Source: an optimization exercise on an open RTL-to-GDS flow (aim: small area, a short achievable clock period and few clock cycles per item). Production flows keep margins and buffers that such runs may drop.
Where RTL was checked, it was by simulation tests only, not by an equivalence proof against the original.
Power figures rest on the tool's default switching activity, not on a simulated workload.

==> flow/design.v (excerpt) <==
module stop_and_wait_echo_ack_sender_core #(
  parameter int MSG_BYTES   = 8,
  parameter int QUEUE_DEPTH = 8
) (
  input  logic        clk,
  input  logic        rst,
  input  logic        in_valid,
  output logic        in_stall,
  input  logic [1:0]  mode,
  input  logic [7:0]  rx_byte,
  input  logic [63:0] message,
  output logic        out_valid,
  input  logic        out_stall,
  output logic [1:0]  send_kind,
  output logic [63:0] atom,
  output logic        acked,
  output logic        enqueue_accepted,
  output logic [8:0]  queue_count,
  output logic        link_ready,
  input  logic        cfg_write,
  input  logic        cfg_index,
  input  logic [7:0]  cfg_data
);
==> module stop_and_wait_echo_ack_sender_core, before the edit <==
module stop_and_wait_echo_ack_sender_core #(
  parameter int MSG_BYTES   = 8,
  parameter int QUEUE_DEPTH = 8
) (
  input  logic        clk,
  input  logic        rst,
  input  logic        in_valid,
  output logic        in_stall,
  input  logic [1:0]  mode,
  input  logic [7:0]  rx_byte,
  input  logic [63:0] message,
  output logic        out_valid,
  input  logic        out_stall,
  output logic [1:0]  send_kind,
  output logic [63:0] atom,
  output logic        acked,
  output logic        enqueue_accepted,
  output logic [8:0]  queue_count,
  output logic        link_ready,
  input  logic        cfg_write,
  input  logic        cfg_index,
  input  logic [7:0]  cfg_data
);
  logic [7:0] init_char;
  logic [7:0] error_char;
  always_ff @(posedge clk) begin
    if (rst) begin
      init_char  <= 8'd0;
      error_char <= 8'd0;
    end else if (cfg_write) begin
      if (cfg_index) error_char <= cfg_data;
      else           init_char  <= cfg_data;
    end
  end
  logic [63:0] q [8];        
  logic [8:0]  fill_oh;      
  logic        pend;         
  logic        link_up;
  logic        ack_ok;       
  logic        have_lead;    
  logic [2:0]  idx;          
  logic [7:0]  lead;         
  logic        mm;           
  logic        mme;          
  logic        a_v;
  logic [1:0]  a_kind;
  logic        a_acked;
  logic        a_enq;
  logic        a_h0;         
  logic        a_h1;         
  logic [1:0]  o_kind;
  logic [63:0] o_atom;
  logic        o_acked;
  logic        o_enq;
  logic [3:0]  o_count;
  logic        o_link;
  logic go, b_adv;
  assign in_stall = out_stall;
  assign go       = in_valid & ~out_stall;
  assign b_adv    = ~(out_valid & out_stall);
  logic is_rx, is_init, rx_init, rx_data, is_enq, is_tick, enq_ok;
  assign is_rx   = (mode == 2'd0);
  assign is_init = (rx_byte == init_char);
  assign rx_init = is_rx & is_init;
  assign rx_data = is_rx & ~is_init & link_up;
  assign is_enq  = (mode == 2'd1);
  assign is_tick = (mode == 2'd2);
  assign enq_ok  = is_enq & ~fill_oh[8];
  logic nonempty, last, byte_ne, match, fin, send, deq;
  logic [7:0] hbyte;
  assign nonempty  = ~fill_oh[0];
  assign last      = have_lead & (idx == 3'd7);
  assign hbyte     = q[0][8*idx +: 8];
  assign byte_ne   = (rx_byte != hbyte);
  assign match     = nonempty & (lead != error_char) & ~mm & ~mme & (rx_byte == q[0][63:56]);
  assign fin       = rx_data & last;
  assign send      = fin ? (match ? ~(fill_oh[0] | fill_oh[1]) : nonempty)
                         : (is_tick & link_up & ack_ok & nonempty);
  assign deq       = go & fin & match;
  logic       shift;
  logic       pend_next;
  logic [7:0] tail;          
  logic [7:0] ld;
  logic [7:0] hold;
  logic [6:0] st;            
  assign shift     = pend & ~(go & is_enq & ~fill_oh[7]);
  assign pend_next = deq | (pend & ~shift);
  assign tail[0]   = ~pend & fill_oh[0];
  for (genvar i = 1; i < 7; i++) begin : g_tail
    assign tail[i] = pend ? fill_oh[i-1] : fill_oh[i];
  end
  assign tail[7] = pend ? (fill_oh[6] | fill_oh[7]) : fill_oh[7];
  for (genvar i = 0; i < 8; i++) begin : g_ld
    assign ld[i] = go & is_enq & tail[i];
  end
  for (genvar i = 0; i < 7; i++) begin : g_hold
    assign hold[i] = ~(shift | ld[i]);
  end
  assign hold[7] = ~ld[7];
  for (genvar k = 0; k < 7; k++) begin : g_st
    assign st[k] = fill_oh[0] & (idx == 3'(k));
  end
  logic [6:0] lane_ne;
  logic       mm_enq;
  for (genvar k = 0; k < 7; k++) begin : g_lane
    assign lane_ne[k] = (message[8*k +: 8] != q[7][8*k +: 8]) & (3'(k) < idx);
  end
  assign mm_enq = |lane_ne;
  for (genvar i = 0; i < 7; i++) begin : g_q
    always_ff @(posedge clk) begin
      q[i] <= ({64{shift}} & q[i+1]) | ({64{ld[i]}} & message) | ({64{hold[i]}} & q[i]);
    end
  end
  for (genvar k = 0; k < 8; k++) begin : g_q7
    if (k < 7) begin : g_st_lane
      always_ff @(posedge clk) begin
        q[7][8*k +: 8] <= ({8{ld[7]}} & message[8*k +: 8]) | ({8{st[k]}} & rx_byte)
                        | ({8{hold[7] & ~st[k]}} & q[7][8*k +: 8]);
      end
    end else begin : g_plain_lane
      always_ff @(posedge clk) begin
        q[7][8*k +: 8] <= ({8{ld[7]}} & message[8*k +: 8]) | ({8{hold[7]}} & q[7][8*k +: 8]);
      end
    end
  end
  always_ff @(posedge clk) begin
    if (go & rx_data & ~have_lead) begin
      lead <= rx_byte;
    end
    if (go & rx_data) begin
      if (~have_lead) mm <= 1'b0;
      else            mm <= mm | (nonempty & byte_ne);
    end
    if (go & rx_data & ~have_lead) begin
      mme <= 1'b0;
    end else if (go & is_enq & fill_oh[0]) begin
      mme <= mm_enq;
    end
  end
  always_ff @(posedge clk) begin
    if (rst) begin
      fill_oh   <= 9'd1;
      pend      <= 1'b0;
      link_up   <= 1'b0;
      ack_ok    <= 1'b0;
      have_lead <= 1'b0;
      idx       <= 3'd0;
    end else begin
      pend <= pend_next;
      if (deq) begin
        fill_oh <= fill_oh >> 1;
      end else if (go & enq_ok) begin
        fill_oh <= fill_oh << 1;
      end
      if (go & rx_init) begin
        link_up <= 1'b1;
        if (~link_up) ack_ok <= 1'b1;
      end else if (go & fin) begin
        if (send)        ack_ok <= 1'b0;
        else if (match)  ack_ok <= 1'b1;
      end else if (go & send) begin
        ack_ok <= 1'b0;
      end
      if (go & rx_data) begin
        have_lead <= ~last;
        if (have_lead) idx <= idx + 3'd1;
      end
    end
  end
  logic a_show;
  assign a_show = go ? send : (a_h0 | a_h1);
  always_ff @(posedge clk) begin
    if (rst) begin
      a_v <= 1'b0;
    end else if (go) begin
      a_v <= 1'b1;
    end else if (b_adv) begin
      a_v <= 1'b0;
    end
    if (go) begin
      a_kind  <= rx_init ? 2'd2 : send ? 2'd1 : 2'd0;
      a_acked <= fin & match;
      a_enq   <= enq_ok;
    end
    a_h0 <= a_show & ~pend_next;
    a_h1 <= a_show & pend_next;
  end
  logic [3:0] count;
  assign count = {fill_oh[8],
                  fill_oh[7] | fill_oh[6] | fill_oh[5] | fill_oh[4],
                  fill_oh[7] | fill_oh[6] | fill_oh[3] | fill_oh[2],
                  fill_oh[7] | fill_oh[5] | fill_oh[3] | fill_oh[1]};
  always_ff @(posedge clk) begin
    if (rst) begin
      out_valid <= 1'b0;
    end else if (b_adv) begin
      out_valid <= a_v;
    end
    if (b_adv) begin
      o_kind  <= a_kind;
      o_acked <= a_acked;
      o_enq   <= a_enq;
      o_count <= count;
      o_link  <= link_up;
    end
    o_atom <= ({64{b_adv & a_h0}} & q[0]) | ({64{b_adv & a_h1}} & q[1])
            | ({64{~b_adv}} & o_atom);
  end
  assign send_kind        = o_kind;
  assign atom             = o_atom;
  assign acked            = o_acked;
  assign enqueue_accepted = o_enq;
  assign queue_count      = {5'd0, o_count};
  assign link_ready       = o_link;
endmodule
export LEC_CHECK = 0
export CAP_MARGIN = 20
export CORE_MARGIN = 2
export CORE_UTILIZATION = 50
export CTS_CLUSTER_DIAMETER = 100
export CTS_CLUSTER_SIZE = 26
export SETUP_SLACK_MARGIN = 2.66
export SLEW_MARGIN = 50
create_clock -name core_clock -period 5.0 [get_ports {clk}]
standard.sh (not shown) runs the stock make flow with config.mk's settings and CLKGATE_MAP_FILE= SYNTH_SCRIPT=/design/flow/synth_recipe.tcl, a recipe that flattens the netlist after the stock synthesis.
==> flow/flow/run.sh <==
#!/bin/bash
# Standard layout, except that the delay cells (clkdlybuf4s*, dlygate*, dlymetal*)
# are don't-use after synthesis, so port buffers, repair and hold fixing use
# plain buffers. Synthesis is the standard one, unchanged.
set -euo pipefail
cd "$(dirname "$0")/.."
bash standard.sh synth > synth.log 2>&1
DU=$(make -s -C "$FLOW_HOME" DESIGN_CONFIG="$PWD/config.mk" WORK_HOME="$PWD/orfs" print-DONT_USE_CELLS 2>/dev/null | sed -n 's/^DONT_USE_CELLS: //p')
EXTRA=""
for c in clkdlybuf4s15_1 clkdlybuf4s15_2 clkdlybuf4s18_1 clkdlybuf4s18_2 clkdlybuf4s25_1 clkdlybuf4s25_2 \
         clkdlybuf4s50_1 clkdlybuf4s50_2 dlygate4sd1_1 dlygate4sd2_1 dlygate4sd3_1 \
         dlymetal6s2s_1 dlymetal6s4s_1 dlymetal6s6s_1; do
  EXTRA="$EXTRA sky130_fd_sc_hd__$c"
done
bash standard.sh "DONT_USE_CELLS=$DU$EXTRA" finish > layout.log 2>&1
The starting point passed the timing, design-rule and antenna checks.
Testbench counts at the start, summed over its fixed seeds: cycles 5,819, items 5,795.
Change:
--- a/flow/design.v
+++ b/flow/design.v
@@ -107,27 +107,20 @@
   assign fin       = rx_data & last;
   assign send      = fin ? (match ? ~(fill_oh[0] | fill_oh[1]) : nonempty)
                          : (is_tick & link_up & ack_ok & nonempty);
   assign deq       = go & fin & match;
-  logic       shift;
   logic       pend_next;
-  logic [7:0] tail;          
   logic [7:0] ld;
+  logic [6:0] shf;
   logic [7:0] hold;
   logic [6:0] st;            
-  assign shift     = pend & ~(go & is_enq & ~fill_oh[7]);
-  assign pend_next = deq | (pend & ~shift);
-  assign tail[0]   = ~pend & fill_oh[0];
-  for (genvar i = 1; i < 7; i++) begin : g_tail
-    assign tail[i] = pend ? fill_oh[i-1] : fill_oh[i];
-  end
-  assign tail[7] = pend ? (fill_oh[6] | fill_oh[7]) : fill_oh[7];
-  for (genvar i = 0; i < 8; i++) begin : g_ld
-    assign ld[i] = go & is_enq & tail[i];
-  end
-  for (genvar i = 0; i < 7; i++) begin : g_hold
-    assign hold[i] = ~(shift | ld[i]);
-  end
+  assign pend_next = deq;
+  for (genvar i = 0; i < 7; i++) begin : g_ld
+    assign ld[i]   = |fill_oh[i:0];           
+    assign shf[i]  = ~ld[i] & pend;
+    assign hold[i] = ~ld[i] & ~pend;
+  end
+  assign ld[7]   = |fill_oh[7:1];
   assign hold[7] = ~ld[7];
   for (genvar k = 0; k < 7; k++) begin : g_st
     assign st[k] = fill_oh[0] & (idx == 3'(k));
   end
@@ -138,9 +131,9 @@
   end
   assign mm_enq = |lane_ne;
   for (genvar i = 0; i < 7; i++) begin : g_q
     always_ff @(posedge clk) begin
-      q[i] <= ({64{shift}} & q[i+1]) | ({64{ld[i]}} & message) | ({64{hold[i]}} & q[i]);
+      q[i] <= ({64{shf[i]}} & q[i+1]) | ({64{ld[i]}} & message) | ({64{hold[i]}} & q[i]);
     end
   end
   for (genvar k = 0; k < 8; k++) begin : g_q7
     if (k < 7) begin : g_st_lane
Setup slack improved by 11 ps.
Sequential power is higher by a few percent.
Final cell count came out lower slightly.
Count of clock-buffer cells in the layout rises by 4.
Routed wire length drops by a little under a tenth.
Register-to-register slack loses 50 ps.
Only the layout flow was run in the second run of this note; the RTL was not checked for function there.

[port drivers added, routing unchanged]
The flow's constraints put no driver on any port. The routed layouts listed below were extracted and timed again, unchanged, in two steps.
Step 1: set_driving_cell puts a clkbuf_16 on clk and a buf_2 on each other input, an assumption about the parent block.
Step 2, shift: input delay + t, output delay - t, t = (earliest + latest rising clock arrival at the registers) / 2. This alone moves slack from input paths to output paths.
Three values: no drivers, after step 1, after step 2; two values: the first two.
| run | t, ns | slack for setup (ns) | hold WS [ns] |
|---|---|---|---|
| the first run | 0.678 | 2.641 / 2.663 / 2.002 | 0.438 / 0.438 / 0.438 |
| the second run | 0.669 | 2.652 / 2.662 / 2.018 | 0.449 / 0.449 / 0.449 |
After both steps setup and hold are still met in every run listed. For the first run, which loses most, drivers alone change the setup slack by +0.022 ns; drivers and shift together by -0.639 ns.
